Background: an optimization exercise with open tools, aiming at a short achievable clock period and few clock cycles per item. Do not read the settings as production practice. In this exercise RTL edits were held to simulation tests only and were not proved equivalent to the original. Power and IR drop assume default switching activity.

==> inputs of 11-03 <==
// aap_exec_top
module aap_exec_top (
   input  logic             clk,
   input  logic             rst,
   input  aap_pkg::instr_t  instr,
   input  logic             instr_valid,
   output logic             instr_ready,
   output logic             exec_done,
   output aap_pkg::pc_t     pc,
   output logic             carry,
   output logic             wb_we,
   output aap_pkg::regnum_t wb_regnum,
   output aap_pkg::data_t   wb_data
);
export LEC_CHECK = 0
export ABC_CLOCK_PERIOD_IN_PS = 2000
export CAP_MARGIN = 20
export CORE_MARGIN = 2
export CORE_UTILIZATION = 40
export SETUP_SLACK_MARGIN = 5
export SLEW_MARGIN = 20
export SYNTH_HIERARCHICAL = 1
create_clock -name core_clock -period 7.5 [get_ports {clk}]
run.sh (not shown) runs the stock make flow with config.mk's settings and CLKGATE_MAP_FILE= SYNTH_SCRIPT=/design/flow/synth_recipe.tcl, a recipe that flattens the netlist after the stock synthesis.
==> inputs of 06-09, as changes to 11-03 <==
--- a/flow/design.v
+++ b/flow/design.v
@@ -294,20 +294,20 @@
       p_w   <= instr;
    end
    logic [15:0] regs [8];
    logic [23:0] pc_q;
    logic        carry_q;
    logic        d_v;
-   logic [2:0]  d_ra, d_rb, d_rd;
+   logic [8:0]  d_rsa, d_rsd;
+   logic [9:0]  d_rsb;
    logic        d_we;
    logic [2:0]  d_wnum;
    logic [3:0]  d_unit;      
    logic        d_bimm;
    logic [5:0]  d_imm;
    logic [NSRC-1:0] d_sel [NDST];
-   logic        d_wfa, d_wfb, d_wfd;
    logic        d_l_and, d_l_or, d_l_xor, d_l_a, d_l_b, d_l_link;
    logic        d_h_lsl, d_h_lsr, d_h_asr;
    logic        d_abs;
    logic        d_c_al, d_c_eq, d_c_ne, d_c_cmp, d_cmp_cin, d_cmp_sgn;
    logic [23:0] d_off;
    logic        e_v;
@@ -359,12 +359,16 @@
    logic fe_a, fe_b, fe_d;
    logic [NDST-1:0] fe;
    assign fe_a = d_v & d_we & (d_wnum == q_ra);
    assign fe_b = d_v & d_we & (d_wnum == q_rb) & ~q_bimm;
    assign fe_d = d_v & d_we & (d_wnum == q_rd);
    assign fe   = {fe_d, fe_b, fe_a, fe_b, fe_a, fe_b, fe_a};
+   logic wf_a, wf_b, wf_d;
+   assign wf_a = e_v & e_we & (e_wnum == q_ra);
+   assign wf_b = e_v & e_we & (e_wnum == q_rb);
+   assign wf_d = e_v & e_we & (e_wnum == q_rd);
    logic [23:0] q_off;
    always_comb begin
       q_off = 24'd1;
       if (q_flow && !q_op[3]) begin
          case (q_op[2:0])
             3'd0:    q_off = {{15{p_w[8]}}, p_w[8:0]};
@@ -372,29 +376,32 @@
             default: q_off = {{21{p_w[8]}}, p_w[8:6]};
          endcase
       end
    end
    always_ff @(posedge clk) begin
       d_v    <= ~rst & p_v;
-      d_ra   <= q_ra;
-      d_rb   <= q_rb;
-      d_rd   <= q_rd;
       d_we   <= q_we;
       d_wnum <= q_wnum;
       d_unit <= q_unit;
       d_bimm <= q_bimm;
       d_imm  <= (q_op == 4'd15) ? p_w[5:0] : {3'b0, p_w[2:0]};
       for (int j = 0; j < NDST; j++) begin
          for (int k = 0; k < 4; k++) begin
             d_sel[j][k] <= q_use[j] & fe[j] & d_unit[k];
          end
          d_sel[j][4] <= q_use[j] & ~fe[j];
       end
-      d_wfa <= e_v & e_we & (e_wnum == q_ra);
-      d_wfb <= e_v & e_we & (e_wnum == q_rb);
-      d_wfd <= e_v & e_we & (e_wnum == q_rd);
+      for (int k = 0; k < 8; k++) begin
+         d_rsa[k] <= (q_ra == 3'(k)) & ~wf_a;
+         d_rsb[k] <= (q_rb == 3'(k)) & ~wf_b & ~q_bimm;
+         d_rsd[k] <= (q_rd == 3'(k)) & ~wf_d;
+      end
+      d_rsa[8] <= wf_a;
+      d_rsb[8] <= wf_b & ~q_bimm;
+      d_rsb[9] <= q_bimm;
+      d_rsd[8] <= wf_d;
       d_l_and   <= q_op == 4'd3;
       d_l_or    <= q_op == 4'd4;
       d_l_xor   <= q_op == 4'd5;
       d_l_a     <= q_alu & (q_op == 4'd9);
       d_l_b     <= q_alu & (q_op == 4'd15);
       d_l_link  <= q_flow;
@@ -409,15 +416,21 @@
       d_cmp_cin <= ~q_op[0];
       d_cmp_sgn <= ~q_op[1];
       d_off     <= q_off;
    end
    logic [15:0] rd_a, rd_b, rd_d;
    logic [15:0] early [NDST];
-   assign rd_a = d_wfa ? w_res : regs[d_ra];
-   assign rd_b = d_bimm ? {10'b0, d_imm} : d_wfb ? w_res : regs[d_rb];
-   assign rd_d = d_wfd ? w_res : regs[d_rd];
+   rf_read u_rd_a (.sel({1'b0, d_rsa}), .r0(regs[0]), .r1(regs[1]), .r2(regs[2]),
+                   .r3(regs[3]), .r4(regs[4]), .r5(regs[5]), .r6(regs[6]),
+                   .r7(regs[7]), .w(w_res), .imm(16'd0), .y(rd_a));
+   rf_read u_rd_b (.sel(d_rsb), .r0(regs[0]), .r1(regs[1]), .r2(regs[2]),
+                   .r3(regs[3]), .r4(regs[4]), .r5(regs[5]), .r6(regs[6]),
+                   .r7(regs[7]), .w(w_res), .imm({10'b0, d_imm}), .y(rd_b));
+   rf_read u_rd_d (.sel({1'b0, d_rsd}), .r0(regs[0]), .r1(regs[1]), .r2(regs[2]),
+                   .r3(regs[3]), .r4(regs[4]), .r5(regs[5]), .r6(regs[6]),
+                   .r7(regs[7]), .w(w_res), .imm(16'd0), .y(rd_d));
    assign early[0] = rd_a;
    assign early[1] = rd_b;
    assign early[2] = rd_a;
    assign early[3] = rd_b;
    assign early[4] = rd_a;
    assign early[5] = rd_b;
@@ -478,22 +491,34 @@
    ks_tree u_cmp_c  (.g(sub_g), .p(sub_p), .cin(e_cmp_cin), .c(cmp_cy));
    ks_tree u_cmp_c2 (.g(sub_g), .p(sub_p), .cin(e_cmp_cin), .c(cmp_cy2));
    assign eq     = &sub_p;
    logic flip;
    assign flip = e_cmp_sgn & (a2[15] ^ b2[15]);
    logic        big16, big17;
-   logic [15:0] sh_l, sh_rl;
-   logic [16:0] asr_full;
+   logic [15:0] l8;
+   logic [16:0] r8;
    shamt_big u_big (.b(b3), .big16(big16), .big17(big17));
-   assign sh_l     = a3 << b3[3:0];
-   assign sh_rl    = a3 >> b3[3:0];
-   assign asr_full = {carry_q, a3} >> b3[3:0];
-   assign u_res[2] = ({16{e_h_lsl & ~big16}} & sh_l) |
-                     ({16{e_h_lsr & ~big16}} & sh_rl) |
-                     ({16{e_h_asr & ~big17 & ~b3[4]}} & asr_full[15:0]) |
-                     {15'd0, e_h_asr & ~big17 & b3[4] & carry_q};
+   logic [3:0]  sdl, sdh;
+   logic [15:0] l4a;
+   logic [16:0] r4a;
+   dec4 u_sdl (.s(b3[1:0]), .y(sdl));
+   dec4 u_sdh (.s(b3[3:2]), .y(sdh));
+   sh_quad #(.W(16), .K(1), .LEFT(1)) u_l1 (.a(a3),  .d(sdl), .y(l4a));
+   sh_quad #(.W(16), .K(4), .LEFT(1)) u_l4 (.a(l4a), .d(sdh), .y(l8));
+   sh_quad #(.W(17), .K(1), .LEFT(0)) u_r1 (.a({e_h_asr & carry_q, a3}), .d(sdl), .y(r4a));
+   sh_quad #(.W(17), .K(4), .LEFT(0)) u_r4 (.a(r4a), .d(sdh), .y(r8));
+   sh_fin u_sh_fin (
+      .l     (l8),
+      .r     (r8[15:0]),
+      .kl    (e_h_lsl),
+      .kr    (e_h_lsr | e_h_asr),
+      .k16   (e_h_asr & carry_q),
+      .big16 (big16),
+      .big17 (big17),
+      .y     (u_res[2])
+   );
    logic [23:0] pc_inc, pc_t, pc_f, pc_next;
    logic [9:0]  lo_rel, lo_inc;
    logic [14:0] hi_p1, hi_m1, hi_inc;
    logic [15:0] lo_g, lo_p, lo_s;
    logic [16:0] lo_cy;
    ks_gen  #(.SUB(0)) u_lo_g (.a({7'd0, pc_q[8:0]}), .b({7'd0, e_off[8:0]}), .g(lo_g));
@@ -687,17 +712,50 @@
    input  logic [15:0] cs,
    input  logic [15:0] sh,
    input  logic [15:0] lg,
    input  logic [15:0] early,
    output logic [15:0] y
 );
-   assign y = ({16{sel[0]}} & (pa ^ ca)) |
-              ({16{sel[1]}} & (ps ^ cs)) |
-              ({16{sel[2]}} & sh) |
-              ({16{sel[3]}} & lg) |
-              ({16{sel[4]}} & early);
+   logic [15:0] sa, ss, t1, t2, t3;
+   g_xor2  u_sa (.a(pa), .b(ca), .y(sa));
+   g_xor2  u_ss (.a(ps), .b(cs), .y(ss));
+   g_aoi22 u_t1 (.a({16{sel[0]}}), .b(sa), .c({16{sel[1]}}), .d(ss), .y(t1));
+   g_aoi22 u_t2 (.a({16{sel[2]}}), .b(sh), .c({16{sel[3]}}), .d(lg), .y(t2));
+   g_nand2 u_t3 (.a({16{sel[4]}}), .b(early), .y(t3));
+   g_nand3 u_y  (.a(t1), .b(t2), .c(t3), .y(y));
+endmodule
+module g_xor2 (
+   input  logic [15:0] a,
+   input  logic [15:0] b,
+   output logic [15:0] y
+);
+   assign y = a ^ b;
+endmodule
+module g_aoi22 (
+   input  logic [15:0] a,
+   input  logic [15:0] b,
+   input  logic [15:0] c,
+   input  logic [15:0] d,
+   output logic [15:0] y
+);
+   assign y = ~((a & b) | (c & d));
+endmodule
+module g_nand2 (
+   input  logic [15:0] a,
+   input  logic [15:0] b,
+   output logic [15:0] y
+);
+   assign y = ~(a & b);
+endmodule
+module g_nand3 (
+   input  logic [15:0] a,
+   input  logic [15:0] b,
+   input  logic [15:0] c,
+   output logic [15:0] y
+);
+   assign y = ~(a & b & c);
 endmodule
 module pc_cond (
    input  logic [15:0] p,
    input  logic        al,
    input  logic        eqs,
    input  logic        nes,
@@ -753,6 +811,60 @@
 );
    logic hi5;
    assign hi5   = |b[15:5];
    assign big16 = hi5 | b[4];
    assign big17 = hi5 | (b[4] & (|b[3:0]));
 endmodule
+module rf_read (
+   input  logic [9:0]  sel,
+   input  logic [15:0] r0,
+   input  logic [15:0] r1,
+   input  logic [15:0] r2,
+   input  logic [15:0] r3,
+   input  logic [15:0] r4,
+   input  logic [15:0] r5,
+   input  logic [15:0] r6,
+   input  logic [15:0] r7,
+   input  logic [15:0] w,
+   input  logic [15:0] imm,
+   output logic [15:0] y
+);
+   assign y = ({16{sel[0]}} & r0) | ({16{sel[1]}} & r1) |
+              ({16{sel[2]}} & r2) | ({16{sel[3]}} & r3) |
+              ({16{sel[4]}} & r4) | ({16{sel[5]}} & r5) |
+              ({16{sel[6]}} & r6) | ({16{sel[7]}} & r7) |
+              ({16{sel[8]}} & w)  | ({16{sel[9]}} & imm);
+endmodule
+module dec4 (
+   input  logic [1:0] s,
+   output logic [3:0] y
+);
+   assign y = {s == 2'd3, s == 2'd2, s == 2'd1, s == 2'd0};
+endmodule
+module sh_quad #(parameter int W = 16, parameter int K = 1, parameter bit LEFT = 0) (
+   input  logic [W-1:0] a,
+   input  logic [3:0]   d,
+   output logic [W-1:0] y
+);
+   if (LEFT) begin : g_l
+      assign y = ({W{d[0]}} & a) | ({W{d[1]}} & (a << K)) |
+                 ({W{d[2]}} & (a << (2*K))) | ({W{d[3]}} & (a << (3*K)));
+   end else begin : g_r
+      assign y = ({W{d[0]}} & a) | ({W{d[1]}} & (a >> K)) |
+                 ({W{d[2]}} & (a >> (2*K))) | ({W{d[3]}} & (a >> (3*K)));
+   end
+endmodule
+module sh_fin (
+   input  logic [15:0] l,
+   input  logic [15:0] r,
+   input  logic        kl,
+   input  logic        kr,
+   input  logic        k16,
+   input  logic        big16,
+   input  logic        big17,
+   output logic [15:0] y
+);
+   logic b16;
+   assign b16 = big16 & ~big17;
+   assign y = ({16{kl & ~big16}} & l) | ({16{kr & ~big16}} & r) |
+              {15'd0, k16 & b16};
+endmodule
==> summary.txt <==
- 11-03 passed the timing, design-rule and antenna checks. 06-09 finished clean.
- Of 11-03 and 06-09, 11-03 has the higher wire length (gap 5.1%, measured against 06-09).
- In 06-09 the maximum frequency is larger than in 11-03, by 2.5%.
- First-iteration DRC count: 06-09 is lower than 11-03 (about 22%).
- Of 06-09 and 11-03, 11-03 has the higher via count (gap 1.0%, measured against 11-03).
- Against 06-09, the utilization of 11-03 is higher by 0.86 points.
- Against 11-03, the clock power of 06-09 is larger by about 3%.
- In 06-09 the sequential power is larger than in 11-03, by about 4%.
- Sequential cell count: 11-03 is lower than 06-09 (18).
- Against 06-09, the sequential share of layout area of 11-03 is lower by 0.47 points.
==> figures <==
Power Dens Cells: 11-03 170 nW/um^2; 06-09 170 nW/um^2
Highest cell delay on the worst timing path: 11-03 0.36 ns; 06-09 0.39 ns
Num tapcells: 11-03 1050; 06-09 1070
Hpwl dp: 11-03 84300 um; 06-09 81900 um
Depth of the most critical reg-to-reg path: 11-03 12; 06-09 11
Final Cycle Share: 11-03 35.6%; 06-09 34.7%
Fill cell instance count of the final layout: 11-03 7551; 06-09 7923
Inverters excl. clock: 11-03 84; 06-09 71
Dpl ws: 11-03 3.69 ns; 06-09 3.86 ns
Buffers, non-clock: 11-03 272; 06-09 300
Met3 Routed Length: 11-03 15400 um; 06-09 13100 um
Clock period minus final worst setup slack: 11-03 2.67 ns; 06-09 2.61 ns
Global routing met3 resource utilization: 11-03 8.28%; 06-09 6.86%
Sequential share of cell area: 11-03 25.6%; 06-09 26.1%
Status: 11-03 complete, no violations; 06-09 complete, no violations
DR WL/cell: 11-03 26.7 um; 06-09 24.9 um
Total clock network power: 11-03 2.89 mW; 06-09 2.97 mW
First DRT Iteration DRCs: 11-03 4589; 06-09 3585
Avg Synthesized Cell Area: 11-03 8.51 sq um; 06-09 8.84 sq um
Peak clock frequency supported by timing: 11-03 374 MHz; 06-09 384 MHz
Testbench counts of 11-03, summed over its fixed seeds: cycles 24,040, items 24,000.
Testbench counts of 06-09, summed over its fixed seeds: cycles 24,040, items 24,000.

-- port drivers added, routing unchanged --
In the flow no input, the clock included, has a driving cell. The finished layouts below were timed again as built, in two steps. Step 1 sets driving cells, clkbuf_16 on the clock port and buf_2 on the other inputs (assumed; they add their load-dependent delay and slew). Step 2, shift: input delay + t, output delay - t, t = (earliest + latest rising clock arrival at the registers) / 2. This alone moves slack from input paths to output paths. a / b / c = ideal / step 1 / step 2; a / b = the first two.
run | t, ns | slack for setup (ns) | worst setup path after step 2 | worst slew at a driven data input, ns
11-03 | 0.703 | 4.829 / 4.829 / 4.829 | register to register | 0.11
06-09 | 0.697 | 4.895 / 4.851 / 4.895 | register to register | 0.04
After both steps setup and hold are still met in every run listed.
